This design comes from an exercise in tuning for small area on the open sky130 flow, not from production work. RTL that was checked went through simulation tests only; none was proved equivalent to the original.

==> module crypt3_sha1, before the edit <==
module crypt3_sha1 (
  input  wire                ck_gclkcx_crypt,
  input  wire                cx_reset3,
  input  wire                ival_e1,
  input  wire                sha1c_e1,
  input  wire                sha1p_e1,
  input  wire                sha1m_e1,
  input  crypt3_pkg::quad_t  qn_e1,
  input  crypt3_pkg::quad_t  qm_e1,
  input  wire                ival_e2,
  input  crypt3_pkg::quad_t  qd_e2,
  output crypt3_pkg::quad_t  crypt3_out_e6,
  output logic               crypt3_active
);
  logic [2:0]           sel0;
  crypt3_pkg::word_t    e0, w0, w1_q, w2_q, w3_q;
  crypt3_issue_ctrl u_issue (
    .ck_gclkcx_crypt (ck_gclkcx_crypt),
    .cx_reset3       (cx_reset3),
    .ival_e1         (ival_e1),
    .sha1c_e1        (sha1c_e1),
    .sha1p_e1        (sha1p_e1),
    .sha1m_e1        (sha1m_e1),
    .e_e1            (qn_e1[31:0]),
    .qm_e1           (qm_e1),
    .ival_e2         (ival_e2),
    .s_sel           (sel0),
    .s_e             (e0),
    .s_w0            (w0),
    .w1_q            (w1_q),
    .w2_q            (w2_q),
    .w3_q            (w3_q)
  );
  crypt3_pkg::word_t a, b, c, d;
  assign a = qd_e2[127:96];
  assign b = qd_e2[95:64];
  assign c = qd_e2[63:32];
  assign d = qd_e2[31:0];
  crypt3_pkg::word_t f0, t0_n, t0_s1, t0_c1, t0_s2, t0_c2;
  sha1_round u_f0 (.sel(sel0), .x(b), .y(c), .z(d), .f(f0));
  sha1_csa u_t0a (.a({a[26:0], a[31:27]}), .b(e0), .c(w0), .s(t0_s1), .cy(t0_c1));
  sha1_csa u_t0b (.a(t0_s1), .b(t0_c1), .c(f0), .s(t0_s2), .cy(t0_c2));
  sha1_add_fast u_t0 (.a(t0_s2), .b(t0_c2), .s(t0_n));
  logic                 v1;
  logic [2:0]           sel1;
  crypt3_pkg::word_t    t0_1, a_1, b_1, c_1, d_1;
  always_ff @(posedge ck_gclkcx_crypt or posedge cx_reset3) begin
    if (cx_reset3) v1 <= 1'b0;
    else           v1 <= ival_e2;
  end
  always_ff @(posedge ck_gclkcx_crypt) begin
    sel1 <= sel0;
    t0_1 <= t0_n;
    a_1  <= a;
    b_1  <= b;
    c_1  <= c;
    d_1  <= d;
  end
  crypt3_pkg::word_t f1, f2, t1_n, y2_n, z3_n, t1_s1, t1_c1, t1_s, t1_c, y2_s, y2_c;
  sha1_round u_f1 (.sel(sel1), .x(a_1), .y({b_1[1:0], b_1[31:2]}), .z(c_1), .f(f1));
  sha1_round u_f2 (.sel(sel1), .x(t0_1), .y({a_1[1:0], a_1[31:2]}), .z({b_1[1:0], b_1[31:2]}), .f(f2));
  sha1_csa u_t1a (.a({t0_1[26:0], t0_1[31:27]}), .b(d_1), .c(w1_q), .s(t1_s1), .cy(t1_c1));
  sha1_csa u_t1b (.a(t1_s1), .b(t1_c1), .c(f1), .s(t1_s), .cy(t1_c));
  sha1_round_stage u_t1 (.a(t1_s), .b(t1_c), .s(t1_n));
  sha1_csa u_y2c (.a(f2), .b(c_1), .c(w2_q), .s(y2_s), .cy(y2_c));
  sha1_round_stage u_y2 (.a(y2_s), .b(y2_c), .s(y2_n));
  logic [3:0] z3_co;
  sha1_add_blk u_z3 (.a({b_1[1:0], b_1[31:2]}), .b(w3_q), .ci(4'd0), .s(z3_n), .co(z3_co));
  logic                 v2;
  logic [2:0]           sel2;
  crypt3_pkg::word_t    t0_2, t1_2, y2_2, a_2, z3_2;
  logic [2:0]           z3k_2;
  always_ff @(posedge ck_gclkcx_crypt or posedge cx_reset3) begin
    if (cx_reset3) v2 <= 1'b0;
    else           v2 <= v1;
  end
  always_ff @(posedge ck_gclkcx_crypt) begin
    sel2 <= sel1;
    t0_2 <= t0_1;
    t1_2 <= t1_n;
    y2_2 <= y2_n;
    a_2  <= a_1;
    z3_2 <= z3_n;
    z3k_2 <= z3_co[2:0];
  end
  crypt3_pkg::word_t f3, t2_n, y3_n;
  sha1_round u_f3 (.sel(sel2), .x(t1_2), .y({t0_2[1:0], t0_2[31:2]}), .z({a_2[1:0], a_2[31:2]}), .f(f3));
  sha1_round_stage u_t2 (.a({t1_2[26:0], t1_2[31:27]}), .b(y2_2), .s(t2_n));
  logic [3:0] y3_co;
  sha1_add_blk u_y3 (.a(f3), .b(z3_2), .ci({z3k_2, 1'b0}), .s(y3_n), .co(y3_co));
  logic              v3, empty3;
  crypt3_pkg::word_t t0_3, t1_3, t2_3, y3_3;
  logic [2:0]        y3k_3;
  always_ff @(posedge ck_gclkcx_crypt or posedge cx_reset3) begin
    if (cx_reset3) v3 <= 1'b0;
    else           v3 <= v2;
  end
  always_ff @(posedge ck_gclkcx_crypt) begin
    empty3 <= ~|sel2;
    t0_3   <= t0_2;
    t1_3   <= t1_2;
    t2_3   <= t2_n;
    y3_3   <= y3_n;
    y3k_3  <= y3_co[2:0];
  end
  crypt3_pkg::word_t t3_n, t3_s, t3_c;
  sha1_csa u_t3c (.a({t2_3[26:0], t2_3[31:27]}), .b(y3_3), .c({7'd0, y3k_3[2], 7'd0, y3k_3[1], 7'd0, y3k_3[0], 8'd0}), .s(t3_s), .cy(t3_c));
  sha1_round_stage u_t3 (.a(t3_s), .b(t3_c), .s(t3_n));
  logic              load3, hold3;
  crypt3_pkg::quad_t res3;
  assign load3 = v3 & ~empty3;
  assign hold3 = ~v3;
  assign res3  = {t3_n, t2_3, t1_3[1:0], t1_3[31:2], t0_3[1:0], t0_3[31:2]};
  always_ff @(posedge ck_gclkcx_crypt) begin
    crypt3_out_e6 <= ({128{load3}} & res3) | ({128{hold3}} & crypt3_out_e6);
  end
  assign crypt3_active = ival_e1 | ival_e2 | v1 | v2 | v3;
endmodule
export LEC_CHECK = 0
export CAP_MARGIN = 20
export CORE_MARGIN = 2
export CORE_UTILIZATION = 40
export GPL_TIMING_DRIVEN = 0
export PLACE_DENSITY = 0.6
export SLEW_MARGIN = 20
create_clock -name core_clock -period 5.5 [get_ports {ck_gclkcx_crypt}]
standard.sh (not shown) runs the stock make flow with config.mk's settings and CLKGATE_MAP_FILE= SYNTH_SCRIPT=/design/flow/synth_recipe.tcl, a recipe that flattens the netlist after the stock synthesis.
==> flow/flow/run.sh <==
#!/bin/bash
# The standard layout (standard.sh) with area-only changes:
#  - the standard synthesis runs unchanged; flow/polarity.py then removes the
#    inverters that Yosys' full-adder extraction leaves (exact rewrites, see the
#    script), and flow/equiv.ys proves the result equal to the standard
#    netlist at every port and flip-flop; if that proof fails the standard
#    netlist is used as it is
#  - port buffers are the smallest buffer (buf_1) instead of the resizer's pick
#  - the clock tree has no dummy loads and clusters more sinks per leaf buffer
# Each tool's output goes to its own log here: standard_synth.log,
# polarity.log, equiv.log, standard.log (and ORFS's own logs under orfs/logs).
set -u
export BUFFER_PORTS_ARGS="-buffer_cell sky130_fd_sc_hd__buf_1"
export CTS_ARGS="-sink_clustering_enable -repair_clock_nets -dont_use_dummy_load -sink_clustering_size 25 -sink_clustering_max_diameter 120"

R=orfs/results/$FLOW_PLATFORM/crypt3_sha1/base
LIB=$FLOW_HOME/platforms/$FLOW_PLATFORM/lib/sky130_fd_sc_hd__tt_025C_1v80.lib

bash standard.sh synth > standard_synth.log 2>&1 || exit 1

mkdir -p pol
cp $R/1_2_yosys.v pol/standard.v
if python3 flow/polarity.py "$LIB" pol/standard.v pol/clean.v > polarity.log 2>&1; then
  cp "$LIB" pol/lib.lib
  sed "s/^module $FLOW_TOP(/module gold(/" pol/standard.v > pol/gold.v
  sed "s/^module $FLOW_TOP(/module gate(/" pol/clean.v > pol/gate.v
  if (cd pol && yosys -q -l ../equiv.log ../flow/equiv.ys) > equiv_stdout.log 2>&1; then
    echo "using the cleaned netlist" >> polarity.log
    cp pol/clean.v $R/1_2_yosys.v
    rm -f $R/1_synth.odb $R/1_synth.sdc
  else
    echo "equivalence not proven, using the standard netlist" >> polarity.log
  fi
  rm -f pol/lib.lib
fi

bash standard.sh > standard.log 2>&1
Other scripts of this flow, unchanged in this note and not shown: flow/flow/equiv.ys, flow/flow/polarity.py
Then changed:
--- a/flow/design.v
+++ b/flow/design.v
@@ -234,14 +234,14 @@
     c_1  <= c;
     d_1  <= d;
   end
   crypt3_pkg::word_t f1, f2, t1_n, y2_n, z3_n, t1_s1, t1_c1, t1_s, t1_c, y2_s, y2_c;
   sha1_round u_f1 (.sel(sel1), .x(a_1), .y({b_1[1:0], b_1[31:2]}), .z(c_1), .f(f1));
   sha1_round u_f2 (.sel(sel1), .x(t0_1), .y({a_1[1:0], a_1[31:2]}), .z({b_1[1:0], b_1[31:2]}), .f(f2));
-  sha1_csa u_t1a (.a({t0_1[26:0], t0_1[31:27]}), .b(d_1), .c(w1_q), .s(t1_s1), .cy(t1_c1));
-  sha1_csa u_t1b (.a(t1_s1), .b(t1_c1), .c(f1), .s(t1_s), .cy(t1_c));
+  sha1_csa u_t1a (.a(f1), .b(d_1), .c(w1_q), .s(t1_s1), .cy(t1_c1));
+  sha1_csa u_t1b (.a({t0_1[26:0], t0_1[31:27]}), .b(t1_s1), .c(t1_c1), .s(t1_s), .cy(t1_c));
   sha1_round_stage u_t1 (.a(t1_s), .b(t1_c), .s(t1_n));
   sha1_csa u_y2c (.a(f2), .b(c_1), .c(w2_q), .s(y2_s), .cy(y2_c));
   sha1_round_stage u_y2 (.a(y2_s), .b(y2_c), .s(y2_n));
   logic [3:0] z3_co;
   sha1_add_blk u_z3 (.a({b_1[1:0], b_1[31:2]}), .b(w3_q), .ci(4'd0), .s(z3_n), .co(z3_co));
   logic                 v2;
What happened:
- Now the flow completed and failed the layout checks on setup timing
- setup slack degrades by 180 ps
- cell area hardly moves
- area after synthesis stays flat
- critical path depth came out higher by 3
- clock skew goes up by 40 ps
For the second run of this note, only the layout was checked, not whether the RTL still works.

-- separate check: timing with driven ports --
No port has a modelled driver above. Below, the same layouts with a new extraction and two added sets of constraints. Step 1: set_driving_cell puts a clkbuf_16 on ck_gclkcx_crypt and a buf_2 on each other input, an assumption about the parent block. Step 2 times the ports against the registers' clock, not the clock port: input delays grow and output delays shrink by t, the midpoint of the rising clock arrivals with the driver on. Slacks: no drivers / after step 1 / after step 2; pairs: no drivers / after step 1.
run	t, ns	setup slack, ns	clock arrival spread, ns	worst slew at a driven data input, ns
the first run	0.627	0.177 / 0.180 / -0.447	0.071 / 0.070	0.12
the second run	0.620	-0.001 / -0.001 / -0.494	0.101 / 0.102	0.12
With both steps, setup timing fails in the first run, where it was met with ideal ports. For the first run, which loses most, drivers alone change the setup slack by +0.003 ns; drivers and shift together by -0.624 ns.
